From an optimization exercise on the open Yosys and OpenROAD flow, aimed at small area; shortcuts taken in it are not production practice. RTL that was checked went through simulation tests only; none was proved equivalent to the original. The RTL of runs 1 to 3, 5 and 6 was laid out without a check of its function. Power and IR drop assume default switching activity.

==> design/flow/design.v <==
package cfg_pkg;
    typedef logic [63:0] cmd_word_t;     
    typedef logic [31:0] rsp_word_t;     
    typedef logic [15:0] reg_addr_t;     
    typedef logic [15:0] half_t;
    typedef logic [31:0] dword_t;
    typedef logic [9:0]  dwaddr_t;
    typedef logic [3:0]  byte_en_t;
    typedef logic [31:0] period_t;
    localparam int RO_BITS   = 160;
    localparam int RW_BITS   = 160;
    localparam int REG_BYTES = RO_BITS / 8;
    localparam int RO_OFS_MAGIC    = 'h0;
    localparam int RO_OFS_BUSY     = 'h2;
    localparam int RO_OFS_COUNT    = 'h4;
    localparam int RO_OFS_RESULT   = 'h8;
    localparam int RO_OFS_RES_ADDR = 'hc;
    localparam int RO_OFS_PCIE_ID  = 'he;
    localparam int RO_OFS_ZERO     = 'h10;
    localparam int RW_OFS_MAGIC  = 'h0;
    localparam int RW_OFS_CTRL   = 'h2;
    localparam int RW_OFS_COUNT  = 'h4;
    localparam int RW_OFS_DATA   = 'h8;
    localparam int RW_OFS_ADDR   = 'hc;
    localparam int RW_OFS_PERIOD = 'h10;
    localparam half_t RO_MAGIC = 16'h2301;
    localparam half_t RW_MAGIC = 16'h6745;
    localparam dwaddr_t CLEAR_DWADDR = 10'd1;
    localparam dword_t  CLEAR_DATA   = 32'hff000105;
    typedef enum logic [1:0] {
        ARB_IDLE,
        ARB_HOST,
        ARB_TIMER
    } arb_state_t;
endpackage
`timescale 1ns/100ps
module cfg_top #(
    parameter cfg_pkg::period_t CLEAR_PERIOD_RESET = 62500
) (
    input  logic                clk_pcie,
    input  logic                rst,
    input  logic                i_cmd_valid,
    output logic                o_cmd_ready,
    input  cfg_pkg::cmd_word_t  i_cmd_data,
    output logic                o_rsp_valid,
    input  logic                i_rsp_ready,
    output cfg_pkg::rsp_word_t  o_rsp_data,
    input  logic [15:0]         i_pcie_id,
    output logic                o_cfg_mgmt_rd_en,
    output logic                o_cfg_mgmt_wr_en,
    output cfg_pkg::dwaddr_t    o_cfg_mgmt_dwaddr,
    output cfg_pkg::dword_t     o_cfg_mgmt_di,
    output cfg_pkg::byte_en_t   o_cfg_mgmt_byte_en,
    output logic                o_cfg_mgmt_wr_readonly,
    output logic                o_cfg_mgmt_wr_rw1c_as_rw,
    input  cfg_pkg::dword_t     i_cfg_mgmt_do,
    input  logic                i_cfg_mgmt_rd_wr_done
);
    localparam int NB = cfg_pkg::REG_BYTES;      
    localparam logic [159:0] RW_RESET = {CLEAR_PERIOD_RESET,             
                                         16'h0000, 16'hf000,             
                                         32'h0,                          
                                         32'(cfg_pkg::REG_BYTES),        
                                         16'h0018,                       
                                         cfg_pkg::RW_MAGIC};             
    logic [159:0] rw_q;
    logic rd_en_q, wr_en_q, result_valid_q;
    logic busy;
    logic host_req, host_ready, timer_ready;
    logic tmr_req_q;
    logic [1:0] tmr_be_q;        
    logic [31:0] count_q;
    cfg_pkg::dword_t   result_data_q;
    cfg_pkg::dwaddr_t  result_dwaddr_q;
    cfg_pkg::byte_en_t result_be_q;
    logic [15:0] cmd_addr;
    logic [14:0] ofs;
    logic [7:0]  val_lo, val_hi, msk_lo, msk_hi;
    logic        fire, cmd_read, cmd_write;
    assign cmd_addr = i_cmd_data[31:16];
    assign ofs      = cmd_addr[14:0];
    assign val_lo   = i_cmd_data[63:56];
    assign val_hi   = i_cmd_data[55:48];
    assign msk_lo   = i_cmd_data[47:40];
    assign msk_hi   = i_cmd_data[39:32];
    assign busy = rd_en_q | wr_en_q;
    assign o_cmd_ready = ~(o_rsp_valid & ~i_rsp_ready) &
                         ~(rw_q[18] & (rw_q[16] | rw_q[17] | busy));
    assign fire      = i_cmd_valid & o_cmd_ready;
    assign cmd_read  = fire & i_cmd_data[12];
    assign cmd_write = fire & i_cmd_data[13] & cmd_addr[15];
    logic [7:0] d_ev, d_od, m_ev, m_od;
    logic [NB-1:0] bsel;
    logic [159:0] wen, wdat;
    assign d_ev = ofs[0] ? val_hi : val_lo;
    assign d_od = ofs[0] ? val_lo : val_hi;
    assign m_ev = (ofs[0] ? msk_hi : msk_lo) | {8{rst}};
    assign m_od = (ofs[0] ? msk_lo : msk_hi) | {8{rst}};
    always_comb begin
        for (int b = 0; b < NB; b++) begin
            bsel[b] = rst | (cmd_write & ((ofs == 15'(b)) | (b > 0 && ofs == 15'(b - 1))));
            for (int k = 0; k < 8; k++) begin
                wen[8*b+k]  = bsel[b] & (b[0] ? m_od[k] : m_ev[k]);
                wdat[8*b+k] = rst ? RW_RESET[8*b+k] : (b[0] ? d_od[k] : d_ev[k]);
            end
        end
        wen[16]  = wen[16] | (host_ready & rw_q[16]);
        wdat[16] = wdat[16] & (bsel[2] & m_ev[0]);
        wen[17]  = wen[17] | (host_ready & ~rw_q[16]);
        wdat[17] = wdat[17] & (bsel[2] & m_ev[1]);
    end
    always_ff @(posedge clk_pcie) begin
        for (int i = 0; i < 160; i++) begin
            if (wen[i]) rw_q[i] <= wdat[i];
        end
    end
    logic [159:0] ro;
    logic [7:0]   rd_ev, rd_od, rd_lo, rd_hi;
    logic [9:0]   sel_ev, sel_od;
    always_comb begin
        ro = '0;
        ro[15:0]    = cfg_pkg::RO_MAGIC;
        ro[16]      = rd_en_q;
        ro[17]      = wr_en_q;
        ro[63:32]   = 32'(cfg_pkg::REG_BYTES);
        ro[95:64]   = result_data_q;
        ro[105:96]  = result_dwaddr_q;
        ro[107]     = result_valid_q;
        ro[111:108] = result_be_q;
        ro[127:112] = i_pcie_id;
    end
    always_comb begin
        rd_ev = '0;
        rd_od = '0;
        for (int m = 0; m < NB / 2; m++) begin
            sel_ev[m] = (ofs == 15'(2 * m)) | (m > 0 && ofs == 15'(2 * m - 1));
            sel_od[m] = (ofs == 15'(2 * m)) | (ofs == 15'(2 * m + 1));
            rd_ev = rd_ev | ({8{sel_ev[m]}} & (cmd_addr[15] ? rw_q[16*m +: 8] : ro[16*m +: 8]));
            rd_od = rd_od | ({8{sel_od[m]}} & (cmd_addr[15] ? rw_q[16*m+8 +: 8] : ro[16*m+8 +: 8]));
        end
    end
    assign rd_lo = ofs[0] ? rd_od : rd_ev;
    assign rd_hi = ofs[0] ? rd_ev : rd_od;
    always_ff @(posedge clk_pcie) begin
        if (rst) begin
            o_rsp_valid <= 1'b0;
        end else if (cmd_read) begin
            o_rsp_valid <= 1'b1;
        end else if (i_rsp_ready) begin
            o_rsp_valid <= 1'b0;
        end
    end
    always_ff @(posedge clk_pcie) begin
        if (cmd_read) begin
            o_rsp_data <= {cmd_addr, rd_lo, rd_hi};
        end
    end
    assign host_req    = rw_q[16] | rw_q[17];
    assign host_ready  = ~busy & host_req;                    
    assign timer_ready = ~busy & ~host_req & tmr_req_q;
    assign o_cfg_mgmt_rd_en = rd_en_q & ~i_cfg_mgmt_rd_wr_done;
    assign o_cfg_mgmt_wr_en = wr_en_q & ~i_cfg_mgmt_rd_wr_done;
    always_ff @(posedge clk_pcie) begin
        if (rst) begin
            rd_en_q        <= 1'b0;
            wr_en_q        <= 1'b0;
            result_valid_q <= 1'b0;
        end else if (busy) begin
            if (i_cfg_mgmt_rd_wr_done) begin
                rd_en_q        <= 1'b0;
                wr_en_q        <= 1'b0;
                result_valid_q <= 1'b1;
            end
        end else if (host_ready | timer_ready) begin
            rd_en_q        <= host_ready & rw_q[16];
            wr_en_q        <= ~(host_ready & rw_q[16]);
            result_valid_q <= 1'b0;
        end
    end
    always_ff @(posedge clk_pcie) begin
        if (host_ready) begin
            o_cfg_mgmt_dwaddr        <= rw_q[96 +: 10];
            o_cfg_mgmt_di            <= rw_q[64 +: 32];
            o_cfg_mgmt_byte_en       <= rw_q[108 +: 4];
            o_cfg_mgmt_wr_readonly   <= rw_q[106];
            o_cfg_mgmt_wr_rw1c_as_rw <= rw_q[107];
        end else if (timer_ready) begin
            o_cfg_mgmt_dwaddr        <= cfg_pkg::CLEAR_DWADDR;
            o_cfg_mgmt_di            <= cfg_pkg::CLEAR_DATA;
            o_cfg_mgmt_byte_en       <= {tmr_be_q[1], 1'b0, tmr_be_q[0], tmr_be_q[0]};
            o_cfg_mgmt_wr_readonly   <= 1'b0;
            o_cfg_mgmt_wr_rw1c_as_rw <= 1'b0;
        end
        if (busy && i_cfg_mgmt_rd_wr_done) begin
            result_data_q   <= i_cfg_mgmt_do;
            result_dwaddr_q <= o_cfg_mgmt_dwaddr;
            result_be_q     <= o_cfg_mgmt_byte_en;
        end
    end
    logic tmr_on, advance, expired;
    assign tmr_on  = rw_q[19] | rw_q[20];
    assign advance = tmr_on & ~fire & ~busy & ~tmr_req_q;
    logic [32:0] cmp_sum;
    assign cmp_sum = {1'b0, count_q} + {1'b0, ~rw_q[128 +: 32]};
    assign expired = cmp_sum[32];
    always_ff @(posedge clk_pcie) begin
        if (rst || !tmr_on) begin
            count_q <= '0;
        end else if (advance) begin
            count_q <= expired ? '0 : count_q + 1'b1;
        end
    end
    always_ff @(posedge clk_pcie) begin
        if (rst) begin
            tmr_req_q <= 1'b0;
        end else if (advance && expired) begin
            tmr_req_q <= 1'b1;
        end else if (timer_ready) begin
            tmr_req_q <= 1'b0;
        end
    end
    always_ff @(posedge clk_pcie) begin
        if (advance && expired) begin
            tmr_be_q <= {rw_q[19], rw_q[20]};
        end
    end
endmodule
==> design/flow/run.sh <==
#!/bin/bash
# synth_recipe.tcl (not shown) runs the flow's synth.tcl, then flattens the netlist and writes it again
# the make line also repeats each setting of config.mk as NAME=value (left out here)
make -C /OpenROAD-flow-scripts/flow DESIGN_CONFIG=/design/flow/config.mk WORK_HOME=/design/flow/orfs CLKGATE_MAP_FILE= SYNTH_SCRIPT=/design/flow/synth_recipe.tcl finish
==> design/flow/config.mk <==
export PLATFORM = sky130hd
export DESIGN_NAME = cfg_top
export DESIGN_NICKNAME = cfg_top
export VERILOG_FILES = /design/flow/design.v
export SDC_FILE = /design/flow/constraint.sdc
export NUM_CORES = 4
export LEC_CHECK = 0
export CAP_MARGIN = 0
export CORE_MARGIN = 2
export CORE_UTILIZATION = 60
export CTS_BUF_LIST = sky130_fd_sc_hd__clkbuf_8
export SLEW_MARGIN = 0
==> design/flow/constraint.sdc <==
create_clock -name core_clock -period 5.0 [get_ports {clk_pcie}]
set_input_delay 1.0000 -clock core_clock [delete_from_list [all_inputs] [get_ports {clk_pcie}]]
set_output_delay 1.0000 -clock core_clock [all_outputs]
set_load 0.01 [all_outputs]
==> results of run 1 <==
==> power breakdown <==
group          internal, W  switching (W)  total [W]
Clock              0.00111        0.00106    0.00217
Sequential         0.00330       0.000129    0.00343
Combinational     0.000407       0.000543   0.000950
==> Yosys cell counts, types with 17 or more instances <==
master and n:
o21ai_0 17, nor2b_1 17, and2_1 43, a221oi_1 21
a21oi_1 64, edfxtp_1 288, inv_1 38, nand2b_1 28
nand2_1 54, clkbuf_1 36, mux2i_1 36, ha_1 32
xnor2_1 17, dfxtp_1 37, mux2_2 40, a211oi_1 19
nor2_1 255
==> metrics by stage <==
stage / power [W] / area (µm²) / hold WS (ns) / utilization / worst slack [ns]
floorplan: 0.003883 / 14840 / 0.4511 / - / 1.467
global placement: 0.004394 / 17250 / 0.4336 / 0.7095 / 0.7977
detailed placement: 0.004418 / 17250 / 0.4381 / 0.7095 / 0.7403
CTS: 0.006546 / 18230 / 0.4500 / 0.7497 / 1.314
global route: 0.006747 / 18230 / 0.4643 / 0.7497 / 0.9785
finish: 0.006552 / 18240 / 0.4487 / 0.7498 / 1.153
==> state kept, by name, indices dropped and copies added (netlist names) <==
signal                    flops
o_cfg_mgmt_byte_en            4
result_valid_q                1
result_be_q                   4
result_dwaddr_q              10
o_cfg_mgmt_di                32
o_rsp_data                   32
tmr_req_q                     1
rw_q                        160
o_cfg_mgmt_wr_readonly        1
count_q                      32
o_cfg_mgmt_wr_rw1c_as_rw      1
o_cfg_mgmt_dwaddr            10
wr_en_q                       1
o_rsp_valid                   1
tmr_be_q                      2
result_data_q                32
rd_en_q                       1
==> layer usage <==
layer | global-route usage | wire length [µm]
met1 | 0.4793 | 17270
met2 | 0.5213 | 19900
met3 | 0.08320 | 5656
met4 | 0.09497 | 930
met5 | 0 | 0
==> cell usage in the layout (no fill, tap or decap), types with 12 or more instances in the layout <==
cell             Yosys  final
nor3_1              12     12
a22oi_1             14     14
nand4_1             15     15
a21oi_1             64     64
xnor2_1             17     17
clkbuf_8             0     58
a221oi_1            21     21
dfxtp_1             37     37
mux2i_1             36     36
nand2_1             54     53
nand2b_1            28     28
a211oi_1            19     15
xor2_1              15     15
clkdlybuf4s50_1      0    183
nand3_1             15     15
mux2_2              40     40
and2_1              43     42
nor2b_1             17     16
inv_1               38     52
nor2_1             255    255
ha_1                32     32
buf_4                0     47
o21ai_0             17     17
edfxtp_1           288    288
==> cell families after synthesis <==
| logic type | after synthesis | synth area share |
|---|---|---|
| buffers and inverters | 90 | 0.02462 |
| AOI/OAI and AO/OA | 191 | 0.08846 |
| muxes | 76 | 0.05465 |
| and+or+nand+nor | 481 | 0.1536 |
| xor gates and xnor gates | 32 | 0.01889 |
| adders and majority gates | 32 | 0.02699 |
| DFF | 325 | 0.6328 |
==> worst max path at each step <==
stage / start / endpoint
after CTS: i_cmd_data[20] / o_rsp_data[8]$_DFFE_PP_
after global placement: i_cmd_data[26] / o_rsp_data[0]$_DFFE_PP_
final: i_cmd_data[20] / o_rsp_data[2]$_DFFE_PP_
after floorplan: i_cfg_mgmt_rd_wr_done / result_be_q[0]$_DFFE_PP_
after global routing: i_cmd_data[20] / o_rsp_data[8]$_DFFE_PP_
after detailed placement: i_cmd_data[26] / rw_q[107]$_DFFE_PP_
==> final cells by class <==
type | count | area, µm²
repair buffers | 233 | 2200
clock inverters | 36 | 180.2
flip-flops and latches | 325 | 9389
multi-input cells | 812 | 5114
fillers | 1647 | 6085
diodes | 1 | 2.502
inverters | 39 | 146.4
well taps | 324 | 405.4
clock buffers | 58 | 798.3
==> key figures, run 1 <==
Status
  • Status: finished clean

Clocking
  • H-tree Lvls: 2
  • Clock root buffer: clkbuf_8
  • Max clock buf depth: 3
  • CTS Hold Buffers Added: 0
  • Clock Sinks: 325
  • CTS clk-pin slew, worst paths: 0.06 ns
  • CTS Buf Count: 52
  • TritonCTS clock tree: built
  • Postcts setup bufs: 0
  • Post-CTS sizing: 0
  • Worst skew pair latency: 0.59 ns

Power
  • Lkg Pwr: 6.757 nW
  • PD cells: 359.3 nW/µm²
  • Maximum vdd ir drop: 0.0002724 V

Floorplan
  • Core ar.: 24320 µm²
  • Die H: 161.3 µm
  • Placement Rows: 57
  • I/O pin cnt: 201
  • Die X: 161.3 µm
  • DIE AREA: 26000 µm²
  • Starting Density: 0.6101

Critical path
  • Worst r2r src: rw_q[16]$_DFFE_PP_
  • Worst Path Class, Setup: in2reg
  • CP max stage cell: nor2_1
  • Internal reg-to-reg setup slack: 1.57 ns
  • Startpoint Class: primary input
  • CP most frequent cell: o21ai_0
  • Top Family by Delay on Critical Path: simple AND/OR/NAND/NOR gates
  • Levels on crit path: 9
  • Max incr delay on CP: 0.66 ns
  • WP buf/inv: 2
  • CP required: 5.38 ns
  • Worst reg2reg path depth: 5
  • CP arrival: 4.23 ns
  • Crit. End Element: register
  • R2r endpoint: rw_q[16]$_DFFE_PP_
  • Worst-path cell chain: clkdlybuf4s50_1 > nor4_1 > nand3_1 > nor2_1 > buf_4 > a221oi_1 > o21ai_0 > o21ai_0 > o21ai_0
  • Critical Path Fanout Max: 6

STA
  • Unrepaired setup endpoints after global routing: false
  • Slew @ Worst Pin: 1.130 ns
  • Final setup TNS: 0 ns
  • Endpoints failing setup: 0
  • Final period utilization: 0.7695
  • Clock skew: 0.02705 ns
  • Rel. slew slack: 0.2452
  • Max Clk Rate: 259.9 MHz
  • Crit path time final: 3.847 ns
  • Final hold violations: 0
  • Slew Limit Fails: 0

Yosys
  • Top cell type by total area after synthesis: edfxtp_1
  • Share of Yosys cell area claimed by the top area cell type: 0.5829
  • Number of synthesized flops with an enable pin: 288
  • Post-synthesis net count: 1376
  • Mapped Cells: 1227
  • Synthesized cell area: 14840 µm²
  • Yosys reg bits: 325
  • Prevailing post-synth register cell: edfxtp_1
  • Seq/Total Area, Yosys: 0.6328
  • FFs w/ async S/R, synth: 0
  • Main area contributors after synthesis: edfxtp_1 58%, nor2_1 6.5%, dfxtp_1 5.0%
  • Synth unique cells: 58
  • Syn avg cell area: 12.09 µm²
  • Synth warnings: 1

Global route
  • Residual overflow from global routing: 0
  • Initial antenna violation count: 2
  • First-pass GRT wire length: 64890 µm
  • Vias in the first global route: 10880
  • Largest net degree at the start of global routing: 39
  • Total GRT Usage: 0.3362

Drt
  • DRT antenna net count: 0
  • Drt via density: 6.192
  • DRT iter0 DRCs: 1875
  • Vias post-DR: 11320
  • Final wirelength: 43760 µm
  • DRC Markers: 0
  • DR WL/cell: 23.94 µm
  • Router iterations before antenna repair: 6

Layout
  • Area Growth Syn to Fin: 22.90%
  • Nets@finish: 1612
  • Fin cells: 1828
  • Layout cells sized above 1: 0.1204

Placed design
  • Post-DP HPWL: 30530 µm
  • Cell count after placement: 1733
  • RD Place Congestion: 0.9095
  • # port buffers: 186

Worst hold path
  • Hold path depth: 0
  • Hold crit path type: reg2reg
  • Hold Path End: result_be_q[1]$_DFFE_PP_
  • HP Start: o_cfg_mgmt_byte_en[1]$_DFFE_PP_

Flow run
  • Max Cap Viol: 0
==> inputs of run 2 (changes only) <==
==> design/flow/flow/run.sh (new file) <==
#!/bin/bash
# Standard layout, with the smallest buffer on every input and output port.
set -euo pipefail
export BUFFER_PORTS_ARGS="-buffer_cell sky130_fd_sc_hd__buf_1"
bash standard.sh > standard_flow.log 2>&1
==> design/flow/standard.sh (new file) <==
#!/bin/bash
# synth_recipe.tcl (not shown) runs the flow's synth.tcl, then flattens the netlist and writes it again
# the make line also repeats each setting of config.mk as NAME=value (left out here)
make -C /OpenROAD-flow-scripts/flow DESIGN_CONFIG=/design/flow/config.mk WORK_HOME=/design/flow/orfs CLKGATE_MAP_FILE= SYNTH_SCRIPT=/design/flow/synth_recipe.tcl "${@:-finish}"
removed: design/flow/run.sh
==> run 2 against run 1 <==
Compared with the run above: still clean; die area did not move; first-iteration DRC count fell by 17%; count of clock-buffer cells in the layout fell by 1; cell area fell by 6.5%; largest cell class unchanged; largest power group unchanged; highest routed layer unchanged.
==> key figures, run 2 <==
Critical path
  • CP required: 5.43 ns (+0.05 ns)
  • Critical Path Fanout Max: 7 (+1)
  • Crit. End Element: register
  • Startpoint Class: primary input
  • Worst reg2reg path depth: 6 (+1)
  • CP arrival: 4.03 ns (-0.20 ns)
  • Worst Path Class, Setup: in2reg

Yosys
  • Top cell type by total area after synthesis: edfxtp_1
  • Synth warnings: 1 (unchanged)
  • Number of synthesized flops with an enable pin: 288 (unchanged)
  • Seq/Total Area, Yosys: 0.6328 (unchanged)
  • Synthesized cell area: 14840 µm² (unchanged)
  • Post-synthesis mux area share: 0.05465 (unchanged)
  • Yosys reg bits: 325 (unchanged)
  • Simple-gate area share of the yosys netlist: 0.1536 (unchanged)
  • Syn avg cell area: 12.09 µm² (unchanged)
  • Share of Yosys cell area claimed by the top area cell type: 0.5829 (unchanged)
  • Largest family of logic cells by synthesized area: simple AND/OR/NAND/NOR gates
  • Prevailing post-synth register cell: edfxtp_1
  • Adder-cell share of the synthesized area: 0.02699 (unchanged)
  • Mapped Cells: 1227 (unchanged)
  • Main area contributors after synthesis: edfxtp_1 58%, nor2_1 6.5%, dfxtp_1 5.0%
  • Most frequent cell after synthesis: edfxtp_1
  • FFs w/ async S/R, synth: 0 (unchanged)
  • Post-Synth XOR/XNOR Area: 0.01889 (unchanged)
  • Most frequent cells after synthesis: 288 x edfxtp_1, 255 x nor2_1, 64 x a21oi_1
  • Synth unique cells: 58 (unchanged)
  • Post-synthesis net count: 1376 (unchanged)
  • Compound-Gate Fraction of Synth Area: 0.08846 (unchanged)

STA
  • Hold Worst Slack: 0.4447 ns (-0.003971 ns)
  • Final worst setup slack: 1.409 ns (+0.2564 ns)
  • Final period utilization: 0.7182 (-0.05129)
  • Clock skew: 0.01733 ns (-0.009718 ns)
  • Slew @ Worst Pin: 1.247 ns (+0.1165 ns)
  • Max Clk Rate: 278.5 MHz (+7.1%)
  • Endpoints failing setup: 0 (unchanged)
  • Final setup TNS: 0 ns (unchanged)
  • Crit path time final: 3.591 ns (-0.2564 ns)
  • Unrepaired setup endpoints after global routing: false
  • Final hold violations: 0 (unchanged)
  • Rel. slew slack: 0.1689 (-0.07627)
  • Slew Limit Fails: 0 (unchanged)

Status
  • Status: finished clean

Clocking
  • CTS Buf Count: 51 (-1.9%)
  • CTS clk-pin slew, worst paths: 0.06 ns (about the same)
  • TritonCTS clock tree: built
  • Worst skew pair latency: 0.58 ns (about the same)
  • Clock Sinks: 325 (unchanged)
  • Clock root buffer: clkbuf_8
  • Post-CTS sizing: 0 (unchanged)
  • Max clock buf depth: 3 (unchanged)
  • H-tree Lvls: 2 (unchanged)
  • CTS Hold Buffers Added: 0 (unchanged)
  • Postcts setup bufs: 0 (unchanged)

Floorplan
  • DIE AREA: 26000 µm² (unchanged)
  • Die H: 161.3 µm (unchanged)
  • Starting Density: 0.6101 (unchanged)
  • Core ar.: 24320 µm² (unchanged)
  • I/O pin cnt: 201 (unchanged)
  • Die X: 161.3 µm (unchanged)
  • Placement Rows: 57 (unchanged)

Placed design
  • RD Place Congestion: 0.9105 (+0.11%)
  • Post-DP HPWL: 30590 µm (+0.21%)
  • # port buffers: 186 (unchanged)
  • Worst Setup Slack post-DPL: 0.9799 ns (+0.2396 ns)

Layout
  • Area Growth Syn to Fin: 14.92%
  • Most flops, register: rw_q
  • Layout cells sized above 1: 0.1187 (-0.001759)
  • Layout fillers: 1878 (+14%)
  • Commonest non-fill, non-tap cell in the layout: edfxtp_1
  • Antenna fix cells: 0 (-1)
  • Max reg flops: 160 (unchanged)
  • Nets@finish: 1607 (-0.31%)
  • Most frequent cells in the layout: 288 x edfxtp_1, 255 x nor2_1, 183 x buf_1, 64 x a21oi_1, 58 x inv_1

Global route
  • Vias in the first global route: 10840 (-0.37%)
  • Initial antenna violation count: 0 (-2)
  • First-pass GRT wire length: 64340 µm (-0.86%)
  • Total GRT Usage: 0.3351 (-0.001078)
  • Residual overflow from global routing: 0 (unchanged)
  • Largest net degree at the start of global routing: 38 (-2.6%)

Worst hold path
  • Hold path depth: 0 (unchanged)
  • Hold crit path type: reg2reg

Drt
  • Vias post-DR: 11200 (-1.1%)
  • DRT iter0 DRCs: 1549 (-17%)
  • Router iterations before antenna repair: 6 (unchanged)
  • Drt via density: 6.138 (-0.87%)
  • DRC Markers: 0 (unchanged)
  • Final wirelength: 43470 µm (-0.66%)
  • DR WL/cell: 23.83 µm (-0.44%)
  • DRT antenna net count: 0 (unchanged)

Power
  • Lkg Pwr: 6.261 nW (-7.3%)
  • Maximum vdd ir drop: 0.0002565 V (-5.8%)
  • PD cells: 369.6 nW/µm² (+2.9%)
  • Post-route total power: 0.006302 W (-3.8%)

Flow run
  • Max Cap Viol: 0 (unchanged)
==> run 2: metal layers <==
| metal | global-route usage | routed length [µm] | vias to the layer above |
|---|---|---|---|
| li1 | - | - | 4976 |
| met1 | 0.4862 | 17800 | 5388 |
| met2 | 0.4975 | 18940 | 747 |
| met3 | 0.08963 | 5435 | 85 |
| met4 | 0.1096 | 1292 | 0 |
| met5 | 0 | 0 | - |
==> run 2: cell type report <==
cell class                 instances  area, µm²  area share
clock buffer                      57      784.5     0.04601
clock inverter                    38      163.9    0.009613
inverter                          39      146.4    0.008586
multi-input combinational        812       5124      0.3005
sequential                       325       9389      0.5507
tap                              324      405.4     0.02378
timing repair buffer             229       1037     0.06083
==> run 2: logic make-up (layout without fill, tap and decap cells) <==
logic type	Yosys count	count (layout)
DFF	325	325
xor gates and xnor gates	32	32
AOI/OAI and AO/OA	191	191
muxes	76	76
buffers and inverters	90	363
adders and majority gates	32	32
and+or+nand+nor	481	481
==> run 2: power by group <==
group          switching, W  internal (W)
clock               0.00104       0.00105
combinational      0.000542      0.000243
sequential         0.000125       0.00330
total               0.00171       0.00459
==> run 2: path summary, 6_finish.rpt <==
check                                          start                           end  slack [ns]
setup / recovery                      i_cmd_data[20]       o_rsp_data[0]$_DFFE_PP_        1.41
hold / removal    o_cfg_mgmt_dwaddr[4]$_SDFFCE_PN0P_  result_dwaddr_q[4]$_DFFE_PP_        0.44
setup reg to reg                  rw_q[16]$_DFFE_PP_            rw_q[58]$_DFFE_PP_        1.61
hold reg to reg   o_cfg_mgmt_dwaddr[4]$_SDFFCE_PN0P_  result_dwaddr_q[4]$_DFFE_PP_        0.44
==> run 2: critical path, cell delays in order <==
cell and delay, ns:
buf_1 0.13, nor4_1 0.58, nand3_1 0.40, nor3b_2 0.68
buf_4 0.27, a222oi_1 0.08, and3_1 0.23, o22ai_1 0.39
mux2_2 0.25
==> run 2: per-stage QoR <==
stage                     cells  area, µm²    util
after floorplan            1227      14840       -
after global placement     1729      16100  0.6621
after detailed placement   1729      16100  0.6621
after CTS                  1824      17050  0.7011
after global routing       1824      17050  0.7011
final                      1824      17050  0.7011
==> inputs of run 3 (changes only) <==
==> design/flow/run.sh (new file) <==
#!/bin/bash
# synth_recipe.tcl (not shown) runs the flow's synth.tcl, then flattens the netlist and writes it again
# the make line also repeats each setting of config.mk as NAME=value (left out here)
make -C /OpenROAD-flow-scripts/flow DESIGN_CONFIG=/design/flow/config.mk WORK_HOME=/design/flow/orfs CLKGATE_MAP_FILE= SYNTH_SCRIPT=/design/flow/synth_recipe.tcl finish
==> design/flow/config.mk (replaced) <==
export PLATFORM = sky130hd
export DESIGN_NAME = cfg_top
export DESIGN_NICKNAME = cfg_top
export VERILOG_FILES = /design/flow/design.v
export SDC_FILE = /design/flow/constraint.sdc
export NUM_CORES = 4
export LEC_CHECK = 0
export CAP_MARGIN = 20
export CORE_MARGIN = 2
export CORE_UTILIZATION = 30
export CTS_BUF_LIST = sky130_fd_sc_hd__clkbuf_4
export CTS_CLUSTER_SIZE = 30
export SLEW_MARGIN = 20
removed: design/flow/flow/run.sh
removed: design/flow/standard.sh
==> run 3 against run 2 <==
Compared with the run above: still clean; core utilization down 32 points; count of clock-buffer cells in the layout up 74; maximum frequency up 1.5%; die area up 97%; flip-flop and latch count unchanged; global-route usage down 16 points; first-iteration DRC count down 35%; register-to-register slack better by 0.07 ns; worst hold slack worse by 0.0023 ns; non-clock buffer count up 1; critical endpoint is now o_cmd_ready; highest routed layer unchanged.
==> key figures, run 3 <==
Yosys
  • FFs w/ async S/R, synth: 0 (unchanged)
  • Synth unique cells: 58 (unchanged)
  • Synthesized cell area: 14840 µm² (unchanged)
  • Share of Yosys cell area claimed by the top area cell type: 0.5829 (unchanged)
  • Number of synthesized flops with an enable pin: 288 (unchanged)
  • Main area contributors after synthesis: edfxtp_1 58%, nor2_1 6.5%, dfxtp_1 5.0%
  • Synth warnings: 1 (unchanged)
  • Seq/Total Area, Yosys: 0.6328 (unchanged)
  • Post-synthesis net count: 1376 (unchanged)
  • Yosys reg bits: 325 (unchanged)
  • Prevailing post-synth register cell: edfxtp_1
  • Most frequent cell after synthesis: edfxtp_1
  • Top cell type by total area after synthesis: edfxtp_1
  • Syn avg cell area: 12.09 µm² (unchanged)
  • Most frequent cells after synthesis: 288 x edfxtp_1, 255 x nor2_1, 64 x a21oi_1
  • Mapped Cells: 1227 (unchanged)

Drt
  • DRT antenna net count: 0 (unchanged)
  • DR WL/cell: 20.47 µm (-14%)
  • Final wirelength: 45590 µm (+4.9%)
  • Vias post-DR: 11080 (-1.1%)
  • DRC Markers: 0 (unchanged)
  • Router iterations before antenna repair: 7 (+1)
  • Drt via density: 4.974 (-19%)
  • DRT iter0 DRCs: 1011 (-35%)

Placed design
  • Cell count after placement: 2070 (+20%)
  • Worst Setup Slack post-DPL: 0.8132 ns (-0.1668 ns)
  • RD Place Congestion: 0.8572 (-5.9%)
  • # port buffers: 186 (unchanged)
  • Placed instance area: 17680 µm² (+9.8%)
  • Post-DP HPWL: 33630 µm (+9.9%)

Layout
  • Layout cells sized above 1: 0.1589 (+0.04021)
  • Most frequent cells in the layout: 288 x edfxtp_1, 255 x nor2_1, 183 x clkdlybuf4s50_1, 131 x clkbuf_4, 64 x a21oi_1
  • Most flops, register: rw_q
  • Fin area: 18770 µm² (+10%)
  • Area Growth Syn to Fin: 26.49%
  • Max reg flops: 160 (unchanged)
  • Layout fillers: 4763 (+150%)
  • Storage element area: 9389 µm² (unchanged)
  • Nets@finish: 1644 (+2.3%)
  • Fin cells: 2227 (+22%)
  • Commonest non-fill, non-tap cell in the layout: edfxtp_1
  • Area occupied by multi-input gates: 5132 µm² (+0.17%)

Floorplan
  • DIE AREA: 51250 µm² (+97%)
  • Core ar.: 48850 µm² (+100%)
  • Placement Rows: 81 (+42%)
  • Die X: 226.4 µm (+40%)
  • Starting Density: 0.3037 (-0.3063)
  • I/O pin cnt: 201 (unchanged)
  • Die H: 226.4 µm (+40%)

Critical path
  • WP buf/inv: 1 (-1)
  • Worst reg2reg path depth: 5 (-1)
  • Max incr delay on CP: 0.56 ns (-0.12 ns)
  • Critical Path Fanout Max: 8 (+1)
  • Internal reg-to-reg setup slack: 1.68 ns (+0.07 ns)
  • CP arrival: 2.54 ns (-1.49 ns)
  • Worst r2r src: rw_q[16]$_DFFE_PP_
  • Worst Path Class, Setup: reg2out
  • R2r endpoint: rw_q[111]$_DFFE_PP_
  • CP required: 4.00 ns (-1.43 ns)
  • Startpoint Class: register
  • Crit. End Element: output pin
  • Worst-path cell chain: or4_4 > a21oi_1 > clkdlybuf4s50_1
  • Top Family by Delay on Critical Path: buffers and inverters
  • CP max stage cell: clkdlybuf4s50_1

STA
  • Slew @ Worst Pin: 1.110 ns (-0.1370 ns)
  • Slew Limit Fails: 0 (unchanged)
  • Unrepaired setup endpoints after global routing: false
  • Max Clk Rate: 282.6 MHz (+1.5%)
  • Hold Worst Slack: 0.4424 ns (-0.002336 ns)
  • Endpoints failing setup: 0 (unchanged)
  • Final worst setup slack: 1.462 ns (+0.05285 ns)
  • Final period utilization: 0.7076 (-0.01057)
  • Rel. slew slack: 0.2588 (+0.08996)
  • Final hold violations: 0 (unchanged)
  • Final setup TNS: 0 ns (unchanged)
  • Crit path time final: 3.538 ns (-0.05285 ns)
  • Clock skew: 0.08521 ns (+0.06788 ns)

Worst hold path
  • HP Start: o_cfg_mgmt_byte_en[0]$_DFFE_PP_
  • Hold crit path type: reg2reg
  • Hold Path End: result_be_q[0]$_DFFE_PP_
  • Hold path depth: 0 (unchanged)

Clocking
  • CTS Hold Buffers Added: 0 (unchanged)
  • TritonCTS clock tree: built
  • Clock root buffer: clkbuf_4
  • CTS clk-pin slew, worst paths: 0.07 ns (about the same)
  • Max clock buf depth: 3 (unchanged)
  • H-tree Lvls: 3 (+1)
  • Worst skew pair latency: 0.78 ns (+0.20 ns)
  • Postcts setup bufs: 0 (unchanged)
  • CTS Buf Count: 87 (+71%)
  • Post-CTS sizing: 0 (unchanged)
  • Clock Sinks: 325 (unchanged)

Power
  • PD cells: 354.4 nW/µm² (-4.1%)
  • Maximum vdd ir drop: 0.0001267 V (-51%)
  • Lkg Pwr: 6.834 nW (+9.2%)

Global route
  • Initial antenna violation count: 2 (+2)
  • Vias in the first global route: 11170 (+3.1%)
  • Largest net degree at the start of global routing: 49 (+29%)
  • Total GRT Usage: 0.1781 (-0.1571)
  • Residual overflow from global routing: 0 (unchanged)
  • First-pass GRT wire length: 67900 µm (+5.5%)

Flow run
  • Max Cap Viol: 0 (unchanged)

Status
  • Status: finished clean
==> run 3: cell count changes in the layout (fill, tap and decap cells not counted), moves of 9 or more <==
cell             change
buf_1              -183
clkdlybuf4s50_1    +183
clkbuf_4           +131
clkbuf_8            -57
inv_1               -20
clkinv_1            +12
clkinv_2             -9
==> run 3: final cells by class <==
type                    count  share of cell area
flip-flops and latches    325              0.5003
multi-input cells         812              0.2735
repair buffers            230              0.1160
clock buffers             131             0.05240
well taps                 664             0.04427
inverters                  39            0.007801
clock inverters            24            0.005467
diodes                      2           0.0002667
==> run 3: power by group <==
| group | total [W] | switching [W] | internal, W |
|---|---|---|---|
| clock | 0.00229 | 0.00109 | 0.00119 |
| combinational | 0.000945 | 0.000539 | 0.000406 |
| sequential | 0.00342 | 0.000120 | 0.00330 |
| total | 0.00665 | 0.00175 | 0.00490 |
==> run 3: worst max-delay path by stage <==
stage	depth (start not counted)	to	start	slack (ns)
final	3	o_cmd_ready	rw_q[16]$_DFFE_PP_	1.46
after global routing	3	o_cmd_ready	rw_q[16]$_DFFE_PP_	1.35
after CTS	3	o_cmd_ready	rw_q[16]$_DFFE_PP_	1.41
after detailed placement	6	rw_q[33]$_DFFE_PP_	i_cmd_data[25]	0.81
after global placement	9	o_rsp_data[6]$_DFFE_PP_	i_cmd_data[26]	0.85
after floorplan	1	result_be_q[0]$_DFFE_PP_	i_cfg_mgmt_rd_wr_done	1.47
==> run 3: cells by family after synthesis <==
logic type / Yosys count / share of synthesized area
AND/OR/NAND/NOR: 481 / 0.1536
flip-flops: 325 / 0.6328
AO/OA/AOI/OAI: 191 / 0.08846
buffers and inverters: 90 / 0.02462
multiplexers: 76 / 0.05465
XOR/XNOR: 32 / 0.01889
adder cells (fa/ha/maj): 32 / 0.02699
==> run 3: layer usage <==
metal,GRT usage,up-vias,wire (µm)
met5,0,-,0
met4,0.05327,0,736
met3,0.04095,62,3489
met2,0.2837,489,21020
met1,0.2415,5423,20350
li1,-,5104,-
==> run 3: stage by stage <==
stage            util  total power, W
2_1_floorplan       -        0.003883
3_3_place_gp   0.3618        0.004406
3_5_place_dp   0.3618        0.004425
4_1_cts        0.3841        0.006725
5_1_grt        0.3842        0.006964
6_report       0.3842        0.006651
==> inputs of run 4 (changes only) <==
--- a/design/flow/design.v
+++ b/design/flow/design.v
@@ -201,7 +201,5 @@
     assign tmr_on  = rw_q[19] | rw_q[20];
     assign advance = tmr_on & ~fire & ~busy & ~tmr_req_q;
-    logic [32:0] cmp_sum;
-    assign cmp_sum = {1'b0, count_q} + {1'b0, ~rw_q[128 +: 32]};
-    assign expired = cmp_sum[32];
+    assign expired = count_q > rw_q[128 +: 32];
     always_ff @(posedge clk_pcie) begin
         if (rst || !tmr_on) begin
--- a/design/flow/config.mk
+++ b/design/flow/config.mk
@@ -9,5 +9,3 @@
 export CORE_MARGIN = 2
 export CORE_UTILIZATION = 30
-export CTS_BUF_LIST = sky130_fd_sc_hd__clkbuf_4
-export CTS_CLUSTER_SIZE = 30
 export SLEW_MARGIN = 20
==> run 4 against run 3 <==
Compared with the run above: largest power group unchanged; maximum frequency is 6.4% lower; critical endpoint is now rw_q[103]$_DFFE_PP_; clock skew is 0.062 ns lower; combinational power is 3.8% higher.
==> key figures, run 4 <==
Global route
  • First-pass GRT wire length: 70240 µm (+3.5%)
  • Vias in the first global route: 11120 (-0.45%)
  • Residual overflow from global routing: 0 (unchanged)
  • Total GRT Usage: 0.1781 (about the same)
  • Largest net degree at the start of global routing: 51 (+4.1%)
  • Initial antenna violation count: 0 (-2)

Floorplan
  • I/O pin cnt: 201 (unchanged)
  • Die H: 228.5 µm (+0.93%)
  • DIE AREA: 52210 µm² (+1.9%)
  • Starting Density: 0.3026 (-0.001125)
  • Die X: 228.5 µm (+0.93%)
  • Core ar.: 49970 µm² (+2.3%)
  • Placement Rows: 82 (+1.2%)

Clocking
  • Max clock buf depth: 3 (unchanged)
  • CTS Buf Count: 38 (-56%)
  • Post-CTS sizing: 0 (unchanged)
  • CTS clk-pin slew, worst paths: 0.06 ns (about the same)
  • CTS Hold Buffers Added: 0 (unchanged)
  • Clock Sinks: 325 (unchanged)
  • H-tree Lvls: 2 (-1)
  • Postcts setup bufs: 0 (unchanged)
  • TritonCTS clock tree: built
  • Clock root buffer: clkbuf_16
  • Worst skew pair latency: 0.55 ns (-0.23 ns)

Layout
  • Most frequent cells in the layout: 288 x edfxtp_1, 236 x nor2_1, 183 x clkdlybuf4s50_1, 53 x a21oi_1, 48 x nand2_1
  • Layout cells sized above 1: 0.1065 (-0.05240)
  • Area Growth Syn to Fin: 26.16%
  • Nets@finish: 1606 (-2.3%)
  • Commonest non-fill, non-tap cell in the layout: edfxtp_1
  • Most flops, register: rw_q
  • Max reg flops: 160 (unchanged)

Critical path
  • Startpoint Class: primary input
  • CP arrival: 4.01 ns (+1.47 ns)
  • CP required: 5.23 ns (+1.23 ns)
  • Worst Path Class, Setup: in2reg
  • Critical Path Fanout Max: 13 (+5)
  • Crit. End Element: register

Power
  • Sw Ratio: 0.2550 (-0.008452)
  • Gate power share: 0.139 (-0.003)
  • P_sw: 0.001806 W (+3.1%)
  • Internal power: 0.005279 W (+7.8%)
  • Maximum vdd ir drop: 0.0001938 V (+53%)
  • Post-route total power: 0.007085 W (+6.5%)
  • Lkg Pwr: 6.762 nW (-1.1%)
  • Clock power share: 0.379 (+0.035)
  • Sequential power share: 0.483 (-0.031)
  • PD cells: 371.4 nW/µm² (+4.8%)

STA
  • Clock skew: 0.02356 ns (-0.06165 ns)
  • Endpoints failing setup: 0 (unchanged)
  • Slew Limit Fails: 0 (unchanged)
  • Max Clk Rate: 264.4 MHz (-6.4%)
  • Final setup TNS: 0 ns (unchanged)
  • Final period utilization: 0.7564 (+0.04874)
  • Final worst setup slack: 1.218 ns (-0.2437 ns)
  • Unrepaired setup endpoints after global routing: false
  • Slew @ Worst Pin: 1.081 ns (-0.02864 ns)
  • Final hold violations: 0 (unchanged)
  • Rel. slew slack: 0.2759 (+0.01708)
  • Crit path time final: 3.782 ns (+0.2437 ns)

Drt
  • Drt via density: 5.175 (+4.0%)
  • DRT iter0 DRCs: 1249 (+24%)
  • Final wirelength: 47790 µm (+4.8%)
  • DR WL/cell: 22.16 µm (+8.2%)
  • DRT antenna net count: 0 (unchanged)
  • DRC Markers: 0 (unchanged)
  • Vias post-DR: 11160 (+0.76%)
  • Router iterations before antenna repair: 6 (-1)

Yosys
  • Seq/Total Area, Yosys: 0.6210 (-0.01184)
  • Prevailing post-synth register cell: edfxtp_1
  • Post-synthesis net count: 1391 (+1.1%)
  • Synth unique cells: 72 (+24%)
  • Yosys reg bits: 325 (unchanged)
  • Synth warnings: 1 (unchanged)
  • Number of synthesized flops with an enable pin: 288 (unchanged)
  • Share of Yosys cell area claimed by the top area cell type: 0.5720 (-0.01090)
  • FFs w/ async S/R, synth: 0 (unchanged)
  • Most frequent cell after synthesis: edfxtp_1
  • Top cell type by total area after synthesis: edfxtp_1
  • Most frequent cells after synthesis: 288 x edfxtp_1, 237 x nor2_1, 53 x a21oi_1
  • Syn avg cell area: 12.18 µm² (+0.76%)
  • Mapped Cells: 1241 (+1.1%)
  • Synthesized cell area: 15120 µm² (+1.9%)
  • Main area contributors after synthesis: edfxtp_1 57%, nor2_1 5.9%, dfxtp_1 4.9%

Status
  • Status: finished clean

Flow run
  • Max Cap Viol: 0 (unchanged)

Placed design
  • RD Place Congestion: 0.8880 (+3.6%)
  • # port buffers: 186 (unchanged)
  • Post-DP HPWL: 34930 µm (+3.9%)
  • Worst Setup Slack post-DPL: 0.7244 ns (-0.08878 ns)

Worst hold path
  • Hold crit path type: reg2reg
[run 4: cell types whose count changed after synthesis, sizes merged, moves of 7 or more]
cell,delta
nand3,+15
nor2,-11
mux2,-17
nand2b,-9
or3,+10
mux2i,+7
a21o,-7
a21oi,-9
[run 4: metal layers]
layer  wire [µm]  up-vias  track usage
li1            -     5047            -
met1       19770     5509       0.2333
met2       22290      518       0.2832
met3        4228       88      0.04653
met4        1504        0      0.06577
met5           0        -            0
[run 4: critical path, cell delays in order]
cell	delay (ns)
clkdlybuf4s50_1	0.47
nor4_4	0.52
nand3_4	0.32
nor3_2	0.90
a21oi_1	0.54
nor2_1	0.25
[run 4: cell type report]
cell class	count	area, µm²
diodes	1	2.502
clock buffers	55	1046
clock inverters	13	133.9
fillers	4770	30890
inverters	43	161.4
multi-input cells	820	5336
flip-flops and latches	325	9389
well taps	672	840.8
repair buffers	228	2165
[run 4: cell families (layout without fill, tap and decap cells)]
family | after synthesis | after routing | synth area share
AOI/OAI and AO/OA | 194 | 194 | 0.09037
xor gates and xnor gates | 31 | 31 | 0.01796
adders and majority gates | 33 | 33 | 0.02731
buffers and inverters | 96 | 339 | 0.02698
DFF | 325 | 325 | 0.6210
muxes | 68 | 68 | 0.04858
other | 0 | 1 | 0
and+or+nand+nor | 494 | 494 | 0.1678
[run 4: stage by stage]
stage	hold slack [ns]	std cells	instance area (µm²)	utilization
after detailed placement	0.4458	2088	17890	0.3580
after CTS	0.4426	2156	19070	0.3817
final	0.4532	2157	19070	0.3818
after global placement	0.4366	2088	17890	0.3580
after floorplan	0.4495	1241	15120	-
after global routing	0.4619	2156	19070	0.3817
[run 4: power groups by stage]
stage	Combinational [W]	Clock, W	Sequential, W
detailed placement	0.000978	0	0.00348
floorplan	0.000422	0	0.00348
global route	0.00105	0.00283	0.00345
finish	0.000981	0.00268	0.00342
global placement	0.000960	0	0.00347
CTS	0.000983	0.00272	0.00342
[run 4: final timing paths]
kind                                 startpoint                      endpoint  slack (ns)  cells after the start
min          o_cfg_mgmt_dwaddr[8]$_SDFFCE_PN0P_  result_dwaddr_q[8]$_DFFE_PP_        0.45                      0
max                              i_cmd_data[21]           rw_q[103]$_DFFE_PP_        1.22                      6
max reg2reg                 rw_q[150]$_DFFE_PP_      count_q[11]$_SDFFE_PP0P_        1.95                      9
min reg2reg  o_cfg_mgmt_dwaddr[8]$_SDFFCE_PN0P_  result_dwaddr_q[8]$_DFFE_PP_        0.45                      0
==> inputs of run 5 (changes only) <==
--- a/design/flow/design.v
+++ b/design/flow/design.v
@@ -201,5 +201,7 @@
     assign tmr_on  = rw_q[19] | rw_q[20];
     assign advance = tmr_on & ~fire & ~busy & ~tmr_req_q;
-    assign expired = count_q > rw_q[128 +: 32];
+    logic [32:0] cmp_sum;
+    assign cmp_sum = {1'b0, count_q} + {1'b0, ~rw_q[128 +: 32]};
+    assign expired = cmp_sum[32];
     always_ff @(posedge clk_pcie) begin
         if (rst || !tmr_on) begin
==> design/flow/flow/run.sh (new file) <==
#!/bin/bash
# Standard layout, with the smallest buffer on every input and output port and a clock
# tree of few large leaf buffers without dummy loads.
set -euo pipefail
export BUFFER_PORTS_ARGS="-buffer_cell sky130_fd_sc_hd__buf_1"
export CTS_ARGS="-sink_clustering_enable -repair_clock_nets -dont_use_dummy_load -sink_clustering_size 30 -sink_clustering_max_diameter 60 -buf_list sky130_fd_sc_hd__clkbuf_16"
bash standard.sh > standard_flow.log 2>&1
==> design/flow/standard.sh (new file) <==
#!/bin/bash
# synth_recipe.tcl (not shown) runs the flow's synth.tcl, then flattens the netlist and writes it again
# the make line also repeats each setting of config.mk as NAME=value (left out here)
make -C /OpenROAD-flow-scripts/flow DESIGN_CONFIG=/design/flow/config.mk WORK_HOME=/design/flow/orfs CLKGATE_MAP_FILE= SYNTH_SCRIPT=/design/flow/synth_recipe.tcl "${@:-finish}"
--- a/design/flow/config.mk
+++ b/design/flow/config.mk
@@ -6,6 +6,7 @@
 export NUM_CORES = 4
 export LEC_CHECK = 0
-export CAP_MARGIN = 20
+export CAP_MARGIN = 10
 export CORE_MARGIN = 2
-export CORE_UTILIZATION = 30
-export SLEW_MARGIN = 20
+export CORE_UTILIZATION = 50
+export GPL_TIMING_DRIVEN = 0
+export SLEW_MARGIN = 10
removed: design/flow/run.sh
==> run 5 against run 4 <==
Compared with the run above: first-iteration DRC count grew 29%; still clean; sequential share of layout area grew 6.2 points; largest cell class unchanged; largest power group unchanged; clock skew is 0.054 ns higher.
==> key figures, run 5 <==
Status
  • Status: finished clean

Critical path
  • Worst Path Class, Setup: in2reg
  • Worst reg2reg path depth: 7 (-2)
  • CP max stage cell: nor2_1
  • Top Family by Delay on Critical Path: buffers and inverters
  • Internal reg-to-reg setup slack: 1.60 ns (-0.35 ns)
  • Startpoint Class: primary input
  • Crit. End Element: register
  • R2r endpoint: rw_q[36]$_DFFE_PP_
  • CP required: 5.15 ns (-0.08 ns)
  • CP arrival: 4.43 ns (+0.42 ns)
  • Worst r2r src: rw_q[16]$_DFFE_PP_
  • WP buf/inv: 4 (+3)
  • Critical Path Fanout Max: 10 (-3)
  • Worst-path cell chain: buf_1 > clkbuf_1 > buf_1 > clkbuf_1 > mux2i_1 > nor2_1
  • Max incr delay on CP: 0.99 ns (+0.09 ns)

Layout
  • Nets@finish: 1601 (-0.31%)
  • Area occupied by multi-input gates: 5192 µm² (-2.7%)
  • Area Growth Syn to Fin: 14.18%
  • Most flops, register: rw_q
  • Storage element area: 9389 µm² (unchanged)
  • Layout cells sized above 1: 0.08069 (-0.02578)
  • Most frequent cells in the layout: 288 x edfxtp_1, 255 x nor2_1, 193 x buf_1, 64 x a21oi_1, 53 x nand2_1
  • Commonest non-fill, non-tap cell in the layout: edfxtp_1
  • Fin cells: 1841 (-15%)
  • Max reg flops: 160 (unchanged)
  • Layout fillers: 2549 (-47%)
  • Core Util, Final: 0.5762 (+0.1944)

Placed design
  • Cell count after placement: 1812 (-13%)
  • Post-DP HPWL: 33940 µm (-2.8%)
  • RD Place Congestion: 0.9245 (+4.1%)
  • # port buffers: 185 (-0.54%)
  • Worst Setup Slack post-DPL: 0.4693 ns (-0.2550 ns)

Clocking
  • CTS Hold Buffers Added: 0 (unchanged)
  • CTS clk-pin slew, worst paths: 0.09 ns (+0.03 ns)
  • Clock Sinks: 325 (unchanged)
  • CTS Buf Count: 28 (-26%)
  • Postcts setup bufs: 0 (unchanged)
  • H-tree Lvls: 1 (-1)
  • TritonCTS clock tree: built
  • Worst skew pair latency: 0.59 ns (+0.04 ns)
  • Clock root buffer: clkbuf_16
  • Post-CTS sizing: 0 (unchanged)
  • Max clock buf depth: 3 (unchanged)

Power
  • PD cells: 363.7 nW/µm² (-2.1%)
  • Maximum vdd ir drop: 0.0002722 V (+40%)
  • Lkg Pwr: 5.985 nW (-11%)

Drt
  • Router iterations before antenna repair: 5 (-1)
  • Vias post-DR: 11070 (-0.84%)
  • DR WL/cell: 25.67 µm (+16%)
  • DRT antenna net count: 0 (unchanged)
  • DRT iter0 DRCs: 1614 (+29%)
  • Drt via density: 6.012 (+16%)
  • DRC Markers: 0 (unchanged)
  • Final wirelength: 47270 µm (-1.1%)

Worst hold path
  • Hold path depth: 0 (unchanged)
  • HP Start: o_cfg_mgmt_dwaddr[5]$_SDFFCE_PN0P_
  • Hold crit path type: reg2reg
  • Hold Path End: result_dwaddr_q[5]$_DFFE_PP_

Yosys
  • Most frequent cell after synthesis: edfxtp_1
  • FFs w/ async S/R, synth: 0 (unchanged)
  • Number of synthesized flops with an enable pin: 288 (unchanged)
  • Post-synthesis net count: 1376 (-1.1%)
  • Synthesized cell area: 14840 µm² (-1.9%)
  • Synth unique cells: 58 (-19%)
  • Most frequent cells after synthesis: 288 x edfxtp_1, 255 x nor2_1, 64 x a21oi_1
  • Top cell type by total area after synthesis: edfxtp_1
  • Seq/Total Area, Yosys: 0.6328 (+0.01184)
  • Share of Yosys cell area claimed by the top area cell type: 0.5829 (+0.01090)
  • Syn avg cell area: 12.09 µm² (-0.75%)
  • Synth warnings: 1 (unchanged)
  • Prevailing post-synth register cell: edfxtp_1
  • Main area contributors after synthesis: edfxtp_1 58%, nor2_1 6.5%, dfxtp_1 5.0%
  • Yosys reg bits: 325 (unchanged)
  • Mapped Cells: 1227 (-1.1%)

Global route
  • M2 GR Usage: 0.4577 (+0.1744)
  • Met1 usage: 0.4339 (+0.2006)
  • Residual overflow from global routing: 0 (unchanged)
  • Vias in the first global route: 10660 (-4.2%)
  • Total GRT Usage: 0.3019 (+0.1239)
  • First-pass GRT wire length: 67900 µm (-3.3%)
  • Largest net degree at the start of global routing: 51 (unchanged)
  • GRT busiest layer: met2
  • Initial antenna violation count: 0 (unchanged)
  • Met3 GRT Util: 0.05749 (+0.01096)

STA
  • Final worst setup slack: 0.7163 ns (-0.5019 ns)
  • Slew Limit Fails: 0 (unchanged)
  • Endpoints failing setup: 0 (unchanged)
  • Rel. slew slack: 0.1726 (-0.1033)
  • Final hold violations: 0 (unchanged)
  • Max Clk Rate: 233.4 MHz (-12%)
  • Unrepaired setup endpoints after global routing: false
  • Crit path time final: 4.284 ns (+0.5019 ns)
  • Final setup TNS: 0 ns (unchanged)
  • Final period utilization: 0.8567 (+0.1004)
  • Slew @ Worst Pin: 1.237 ns (+0.1554 ns)
  • Clock skew: 0.07780 ns (+0.05424 ns)

Floorplan
  • DIE AREA: 31070 µm² (-40%)
  • Die H: 176.3 µm (-23%)
  • Starting Density: 0.5046 (+0.2020)
  • I/O pin cnt: 201 (unchanged)
  • Core ar.: 29400 µm² (-41%)
  • Die X: 176.3 µm (-23%)
  • Placement Rows: 63 (-23%)

Flow run
  • Max Cap Viol: 0 (unchanged)
==> run 5: changes by cell type after synthesis, moves of 6 or more <==
cell,before,now
nor2_1,237,255
mux2_2,23,40
nand3_1,29,15
a21oi_1,53,64
nand2b_1,19,28
or3_1,14,5
a21o_1,3,10
mux2i_1,43,36
a22oi_1,20,14
buf_2,10,4
nor2_2,6,0
nor4_4,6,0
o211ai_1,6,0
==> run 5: layer usage <==
layer / vias to the layer above / wire length, µm
li1: 4934 / -
met1: 5388 / 19510
met2: 642 / 20810
met3: 104 / 4990
met4: 0 / 1954
met5: - / 0
==> run 5: worst reg2reg max path, delay by kind of cell (launching register included) <==
kind	cells	cell delay, ns
simple gates	3	1.00
flops	1	0.52
buf+inv	2	0.63
compound gates	2	0.88
==> run 5: layout make-up <==
type                            instances  area share
Inverter                               39    0.008642
Sequential cell                       325      0.5543
Tap cell                              390     0.02881
Clock buffer                           28     0.04136
Buffer                                 51     0.01293
Antenna cell                            1   0.0001477
Multi-Input combinational cell        812      0.3065
Timing Repair Buffer                  195     0.04734
==> run 5: worst max-delay path by stage <==
stage                           from                          end  cells after the start
2_1_floorplan  i_cfg_mgmt_rd_wr_done     result_be_q[0]$_DFFE_PP_                      1
3_3_place_gp   i_cfg_mgmt_rd_wr_done  result_data_q[15]$_DFFE_PP_                      2
3_5_place_dp          i_cmd_data[16]           rw_q[59]$_DFFE_PP_                      6
4_1_cts               i_cmd_data[16]          rw_q[139]$_DFFE_PP_                      6
5_1_grt               i_cmd_data[16]          rw_q[139]$_DFFE_PP_                      6
6_report              i_cmd_data[16]          rw_q[139]$_DFFE_PP_                      6
==> run 5: metrics by stage <==
step	cell area, µm²	power (W)	hold slack, ns
after floorplan	14840	0.003883	0.4511
after global placement	16020	0.004266	0.4316
after detailed placement	16220	0.004288	0.4385
after CTS	16920	0.006164	0.4607
after global routing	16940	0.006345	0.4680
final	16940	0.006161	0.4572
==> run 5: kinds of logic (layout without fill, tap and decap cells) <==
logic type,count (synthesis),count (layout),share of synthesized area
simple gates,481,481,0.1536
flops,325,325,0.6328
compound gates,191,191,0.08846
buf+inv,90,313,0.02462
mux,76,76,0.05465
fa+ha+maj,32,32,0.02699
xor+xnor,32,32,0.01889
other cells,0,1,0
==> run 5: report_power, final <==
group / switching [W] / total (W) / internal [W]
clock: 0.000935 / 0.00191 / 0.000979
sequential: 0.000118 / 0.00342 / 0.00330
combinational: 0.000584 / 0.000831 / 0.000247
==> inputs of run 6 (changes only) <==
==> design/flow/flow/run.sh (replaced) <==
#!/bin/bash
# Standard layout, with the smallest buffer on every input and output port and a clock
# tree of few large leaf buffers without dummy loads.
set -euo pipefail
export BUFFER_PORTS_ARGS="-buffer_cell sky130_fd_sc_hd__buf_1"
export CTS_ARGS="-sink_clustering_enable -repair_clock_nets -dont_use_dummy_load -sink_clustering_size 20 -sink_clustering_max_diameter 100 -buf_list sky130_fd_sc_hd__clkbuf_16"
bash standard.sh > standard_flow.log 2>&1
==> run 6 against run 5 <==
Compared with the run above: core utilization is 0.69 points lower; cell area is 1.2% lower; maximum frequency rose by 0.83%; die area unchanged; worst hold slack got worse by 0.0013 ns; worst setup slack better by 0.035 ns; global-route usage decreased by 0.14 points; wire length about the same; critical path depth unchanged.
==> key figures, run 6 <==
Power
  • PD cells: 348.1 nW/µm² (-4.3%)
  • Post-route total power: 0.005827 W (-5.4%)
  • Maximum vdd ir drop: 0.0002735 V (+0.45%)
  • Lkg Pwr: 5.887 nW (-1.6%)

Yosys
  • Number of synthesized flops with an enable pin: 288 (unchanged)
  • Synthesized cell area: 14840 µm² (unchanged)
  • Mapped Cells: 1227 (unchanged)
  • FFs w/ async S/R, synth: 0 (unchanged)
  • Most frequent cells after synthesis: 288 x edfxtp_1, 255 x nor2_1, 64 x a21oi_1
  • Seq/Total Area, Yosys: 0.6328 (unchanged)
  • Synth warnings: 1 (unchanged)
  • Prevailing post-synth register cell: edfxtp_1
  • Share of Yosys cell area claimed by the top area cell type: 0.5829 (unchanged)
  • Top cell type by total area after synthesis: edfxtp_1
  • Syn avg cell area: 12.09 µm² (unchanged)
  • Most frequent cell after synthesis: edfxtp_1
  • Synth unique cells: 58 (unchanged)
  • Post-synthesis net count: 1376 (unchanged)
  • Yosys reg bits: 325 (unchanged)
  • Main area contributors after synthesis: edfxtp_1 58%, nor2_1 6.5%, dfxtp_1 5.0%

Critical path
  • Startpoint Class: primary input
  • Critical Path Fanout Max: 10 (unchanged)
  • Crit. End Element: register
  • CP arrival: 4.37 ns (-0.06 ns)
  • Crit. Startpoint: i_cmd_data[16]
  • Worst r2r src: rw_q[16]$_DFFE_PP_
  • CP required: 5.12 ns (-0.03 ns)
  • Worst Path Class, Setup: in2reg

STA
  • Endpoints failing setup: 0 (unchanged)
  • Clock skew: 0.08338 ns (+0.005577 ns)
  • Rel. slew slack: 0.2059 (+0.03329)
  • Unrepaired setup endpoints after global routing: false
  • Max Clk Rate: 235.4 MHz (+0.83%)
  • Final hold violations: 0 (unchanged)
  • Crit path time final: 4.248 ns (-0.03540 ns)
  • Hold Worst Slack: 0.4558 ns (-0.001335 ns)
  • Slew Limit Fails: 0 (unchanged)
  • Slew @ Worst Pin: 1.187 ns (-0.04976 ns)
  • Final period utilization: 0.8497 (-0.007081)

Layout
  • Layout cells sized above 1: 0.07559 (-0.005100)
  • Layout fillers: 2560 (+0.43%)
  • Nets@finish: 1593 (-0.50%)
  • Area Growth Syn to Fin: 12.81%
  • Antenna fix cells: 0 (-1)
  • Most flops, register: rw_q
  • Commonest non-fill, non-tap cell in the layout: edfxtp_1
  • Fin cells: 1832 (-0.49%)
  • Max reg flops: 160 (unchanged)
  • Most frequent cells in the layout: 288 x edfxtp_1, 255 x nor2_1, 193 x buf_1, 64 x a21oi_1, 53 x nand2_1

Global route
  • Initial antenna violation count: 0 (unchanged)
  • Residual overflow from global routing: 0 (unchanged)
  • Vias in the first global route: 10620 (-0.38%)
  • Largest net degree at the start of global routing: 51 (unchanged)
  • Total GRT Usage: 0.3005 (-0.001380)
  • First-pass GRT wire length: 67970 µm (+0.10%)

Drt
  • Router iterations before antenna repair: 5 (unchanged)
  • DRT iter0 DRCs: 1490 (-7.7%)
  • DRT antenna net count: 0 (unchanged)
  • Vias post-DR: 11050 (-0.14%)
  • DRC Markers: 0 (unchanged)
  • Drt via density: 6.033 (+0.35%)
  • Final wirelength: 47290 µm (about the same)
  • DR WL/cell: 25.81 µm (+0.54%)

Clocking
  • Postcts setup bufs: 0 (unchanged)
  • CTS clk-pin slew, worst paths: 0.08 ns (about the same)
  • Max clock buf depth: 3 (unchanged)
  • CTS Buf Count: 20 (-29%)
  • Worst skew pair latency: 0.56 ns (-0.03 ns)
  • Clock root buffer: clkbuf_16
  • H-tree Lvls: 1 (unchanged)
  • TritonCTS clock tree: built
  • CTS Hold Buffers Added: 0 (unchanged)
  • Clock Sinks: 325 (unchanged)
  • Post-CTS sizing: 0 (unchanged)

Placed design
  • RD Place Congestion: 0.9245 (unchanged)
  • Post-DP HPWL: 33940 µm (unchanged)
  • Cell count after placement: 1812 (unchanged)
  • # port buffers: 185 (unchanged)

Flow run
  • Max Cap Viol: 0 (unchanged)

Floorplan
  • Core ar.: 29400 µm² (unchanged)
  • I/O pin cnt: 201 (unchanged)
  • Die X: 176.3 µm (unchanged)
  • Starting Density: 0.5046 (unchanged)
  • DIE AREA: 31070 µm² (unchanged)
  • Placement Rows: 63 (unchanged)
  • Die H: 176.3 µm (unchanged)

Status
  • Status: finished clean

Worst hold path
  • HP Start: o_cfg_mgmt_dwaddr[5]$_SDFFCE_PN0P_
  • Hold crit path type: reg2reg
==> run 6: cell counts after synthesis <==
No cell type changed its count.
==> run 6: cells by family (layout without fill, tap and decap cells) <==
family | after synthesis | after routing | share of synthesized area
adder cells (fa/ha/maj) | 32 | 32 | 0.02699
flip-flops | 325 | 325 | 0.6328
buffers and inverters | 90 | 305 | 0.02462
XOR/XNOR | 32 | 32 | 0.01889
AO/OA/AOI/OAI | 191 | 191 | 0.08846
multiplexers | 76 | 76 | 0.05465
AND/OR/NAND/NOR | 481 | 481 | 0.1536
==> run 6: final timing paths <==
check / endpoint / slack (ns) / cells after the start
setup / recovery: rw_q[123]$_DFFE_PP_ / 0.75 / 6
hold / removal: result_dwaddr_q[5]$_DFFE_PP_ / 0.46 / 0
setup reg to reg: rw_q[111]$_DFFE_PP_ / 1.60 / 7
hold reg to reg: result_dwaddr_q[5]$_DFFE_PP_ / 0.46 / 0
==> run 6: final cells by class <==
| cell class | instances | area [µm²] | share of cell area |
|---|---|---|---|
| Buffer | 51 | 219.0 | 0.01308 |
| Clock buffer | 20 | 500.5 | 0.02990 |
| Inverter | 39 | 146.4 | 0.008746 |
| Multi-Input combinational cell | 812 | 5192 | 0.3102 |
| Sequential cell | 325 | 9389 | 0.5610 |
| Tap cell | 390 | 488.0 | 0.02915 |
| Timing Repair Buffer | 195 | 802.0 | 0.04792 |
==> run 6: worst max-delay path, stage by stage <==
cell and delay (ns):
buf_1 0.38, clkbuf_1 0.52, buf_1 0.49, clkbuf_1 0.73, mux2i_1 0.28, nor2_1 0.95
==> run 6: report_power, final <==
part	switching (W)	leakage [nW]	internal, W	total, W
Clock	0.000868	0.246	0.000712	0.00158
Combinational	0.000585	2.66	0.000247	0.000833
Sequential	0.000118	2.98	0.00330	0.00341
Total	0.00157	5.89	0.00426	0.00583
==> run 6: through the flow <==
| step | utilization | area [µm²] | setup slack, ns | TNS, ns |
|---|---|---|---|---|
| finish | 0.5693 | 16740 | 0.7517 | 0 |
| global route | 0.5693 | 16740 | 0.7950 | 0 |
| CTS | 0.5687 | 16720 | 0.9529 | 0 |
| detailed placement | 0.5516 | 16220 | 0.4693 | 0 |
| global placement | 0.5448 | 16020 | -0.1990 | -8.909 |
| floorplan | - | 14840 | 1.467 | 0 |
==> run 6: routing by layer <==
layer  routed length (µm)  share of wire  GRT usage  vias to the layer above
met5                    0              0          0                        -
met4                 1264          0.027    0.08092                        0
met3                 4723           0.10    0.05469                       69
met2                21410           0.45     0.4681                      609
met1                19900           0.42     0.4360                     5469
li1                     -              -          -                     4905

[what the ideal ports hide]
How much do the figures lean on ideal ports? The routed layouts below were timed once more, with nothing changed but the port constraints.
Step 1 (the two cells are an assumption about what drives the block):
set clk [get_ports {clk_pcie}]
set_driving_cell -lib_cell sky130_fd_sc_hd__clkbuf_16 $clk
set_driving_cell -lib_cell sky130_fd_sc_hd__buf_2 [delete_from_list [all_inputs] $clk]
Step 2 times the ports against the registers' clock, not the clock port: input delays grow and output delays shrink by t, the midpoint of the rising clock arrivals with the driver on.
a / b / c = no drivers / after step 1 / after step 2; a / b = the first two.
run | t, ns | slack for setup (ns) | slew at the worst register clock pin (ns)
run 1 | 0.623 | 1.153 / 1.168 / 0.545 | 0.07 / 0.07
run 2 | 0.618 | 1.409 / 1.429 / 0.811 | 0.06 / 0.06
run 3 | 0.785 | 1.462 / 1.413 / 0.730 | 0.07 / 0.07
run 4 | 0.588 | 1.218 / 1.250 / 0.662 | 0.06 / 0.06
run 5 | 0.607 | 0.716 / 0.740 / 0.133 | 0.09 / 0.09
run 6 | 0.572 | 0.752 / 0.775 / 0.203 | 0.09 / 0.09
After both steps every run listed still meets setup and hold. The setup slack of run 3, which loses most, moves by -0.049 ns with the drivers and by -0.732 ns with both steps.
